From an optimization exercise on the open Yosys and OpenROAD flow, aimed at a short achievable clock period and few clock cycles; shortcuts taken in it are not production practice. Where RTL was checked, it was by simulation tests only, not by an equivalence proof against the original. No activity file was given, so power comes from the tool's default toggle rates.

==> flow/design.v (excerpt) <==
module rv_core_top #(
   parameter logic [31:0] RESET_PC = '0    
) (
   input  wire         clk_i,
   input  wire         rst_i,
   input  wire         stall_i,
   input  wire  [31:0] inst_i,
   output wire  [31:0] inst_addr_o,
   output wire         wen_o,
   output wire  [3:0]  stb_o,
   output wire  [31:0] data_addr_o,
   output wire  [31:0] data_o
);
For scale: ~6200 cells after synthesis, ~140 I/O pins, roughly 79000 µm² of cells after synthesis.
==> module ks_adder, before the edit <==
module ks_adder #(
   parameter int W = 32
) (
   input  wire  [W-1:0] a_i,
   input  wire  [W-1:0] b_i,
   input  wire          cin_i,
   output logic [W-1:0] sum_o,
   output logic         cout_o
);
   localparam int N = W + 1;                  
   localparam int L = $clog2(N);
   logic [L:0][N-1:0] g;
   logic [L:0][N-1:0] p;
   assign g[0] = {a_i & b_i, cin_i};
   assign p[0] = {a_i ^ b_i, 1'b0};
   for (genvar l = 0; l < L; l++) begin : g_lvl
      for (genvar i = 0; i < N; i++) begin : g_bit
         if (i >= (1 << l)) begin : g_op
            assign g[l+1][i] = g[l][i] | (p[l][i] & g[l][i-(1<<l)]);
            assign p[l+1][i] = p[l][i] & p[l][i-(1<<l)];
         end else begin : g_pass
            assign g[l+1][i] = g[l][i];
            assign p[l+1][i] = p[l][i];
         end
      end
   end
   assign sum_o  = (a_i ^ b_i) ^ g[L][W-1:0];
   assign cout_o = g[L][W];
endmodule
clock: 10.0 ns
lec_check: 0
cap_margin: 20
core_margin: 2
core_utilization: 40
setup_slack_margin: 5
slew_margin: 20
standard.sh (not shown) runs the stock make flow with config.mk's settings and CLKGATE_MAP_FILE= SYNTH_SCRIPT=/design/flow/synth_recipe.tcl, a recipe that flattens the netlist after the stock synthesis.
==> flow/flow/run.sh <==
#!/bin/bash
set -euo pipefail
MARGIN=$(cat flow/margin.txt)
bash standard.sh SETUP_SLACK_MARGIN=$MARGIN finish > standard_flow.log 2>&1
==> flow/flow/margin.txt <==
7
The first run finished with timing, DRC and antenna clean.
==> next run, changes <==
--- a/flow/design.v
+++ b/flow/design.v
@@ -21,5 +21,6 @@
 );
    localparam int N = W + 1;                  
-   localparam int L = $clog2(N);
+   localparam int L = (N <= 2) ? 1 : (N <= 4) ? 2 : (N <= 8) ? 3 : (N <= 16) ? 4 :
+                      (N <= 32) ? 5 : 6;     
    logic [L:0][N-1:0] g;
    logic [L:0][N-1:0] p;
Effect:
- The new run completed with no timing, DRC or antenna violations
- count of clock-buffer cells in the layout does not change
- clock skew is unchanged
- synthesized cell count stays the same
- setup slack stays the same
- synthesized area does not change
- utilization stays the same
Testbench counts after the change, summed over its fixed seeds: cycles 74,771.
No functional check of the RTL was part of the first run of this note.

---

== old ==
Another version of the RTL of rv_core_top (not shown whole).
Size: ~5000 cells after synthesis, roughly 140 I/O pins.
==> flow/config.mk <==
export PLATFORM = sky130hd
export DESIGN_NAME = rv_core_top
export DESIGN_NICKNAME = rv_core_top
export VERILOG_FILES = /design/flow/design.v
export SDC_FILE = /design/flow/constraint.sdc
export NUM_CORES = 4
export LEC_CHECK = 0
export CAP_MARGIN = 20
export CORE_MARGIN = 2
export CORE_UTILIZATION = 40
export SETUP_SLACK_MARGIN = 5
export SLEW_MARGIN = 20
==> flow/constraint.sdc <==
create_clock -name core_clock -period 10.0 [get_ports {clk_i}]
set_input_delay 2.0000 -clock core_clock [delete_from_list [all_inputs] [get_ports {clk_i}]]
set_output_delay 2.0000 -clock core_clock [all_outputs]
set_load 0.01 [all_outputs]
Scripts as last shown in full above: flow/flow/run.sh, flow/flow/margin.txt
For new, these inputs were changed with respect to old:
--- a/flow/design.v
+++ b/flow/design.v
@@ -20,7 +20,8 @@
    output logic         cout_o
 );
    localparam int N = W + 1;                  
-   localparam int L = $clog2(N);
+   localparam int L = (N <= 2) ? 1 : (N <= 4) ? 2 : (N <= 8) ? 3 : (N <= 16) ? 4 :
+                      (N <= 32) ? 5 : 6;     
    logic [L:0][N-1:0] g;
    logic [L:0][N-1:0] p;
    assign g[0] = {a_i & b_i, cin_i};
Results
Summary of new over old: count of cells along the worst hold path closely matched the old numbers; number of fillers in the final layout closely matched the old numbers; post-cts resize count closely matched the old numbers; routed wire length closely matched the old numbers. Taking old as the reference, in new proportion of power drawn by flip-flops and latches neither gained nor lost much, part of the power in combinational logic ~0 delta, number of H-tree levels now sits at about the same level. old and new ended up with nearly the same die height. Diff old -> new: global routing usage summed across all routing layers shows no meaningful change; worst setup timing slack at the placement stage shows no meaningful change; power of the sequential group shows no meaningful change; part of the cycle the worst path needs shows no meaningful change; required time of the worst setup path shows no meaningful change.
Testbench counts of new, summed over its fixed seeds: cycles 77,117.
No functional check of the RTL was part of old.

[afterwards: timing with drivers on the ports]
No port has a modelled driver above. Below, the same layouts with a new extraction and two added sets of constraints. Step 1 (the two cells are an assumption about what drives the block):
set clk [get_ports {clk_i}]
set_driving_cell -lib_cell sky130_fd_sc_hd__clkbuf_16 $clk
set_driving_cell -lib_cell sky130_fd_sc_hd__buf_2 [delete_from_list [all_inputs] $clk]
Step 2 adds t to the input delays and takes it off the output delays; t is the mean of the earliest and latest rising clock arrival at the registers after step 1. Input paths then give back, and output paths get back, about the clock's delay inside the block. a / b / c = ideal / step 1 / step 2; a / b = the first two.
run | t (ns) | setup slack, ns | latest minus earliest clock arrival (ns) | worst register clock-pin slew, ns
the first run of note 1 | 0.932 | 6.018 / 6.062 / 5.130 | 0.071 / 0.071 | 0.08 / 0.08
the second run of note 1 | 0.932 | 6.018 / 6.062 / 5.130 | 0.071 / 0.071 | 0.08 / 0.08
old | 0.906 | 6.108 / 6.111 / 5.253 | 0.049 / 0.050 | 0.07 / 0.07
new | 0.906 | 6.108 / 6.111 / 5.253 | 0.049 / 0.050 | 0.07 / 0.07
After both steps every run listed still meets setup and hold.
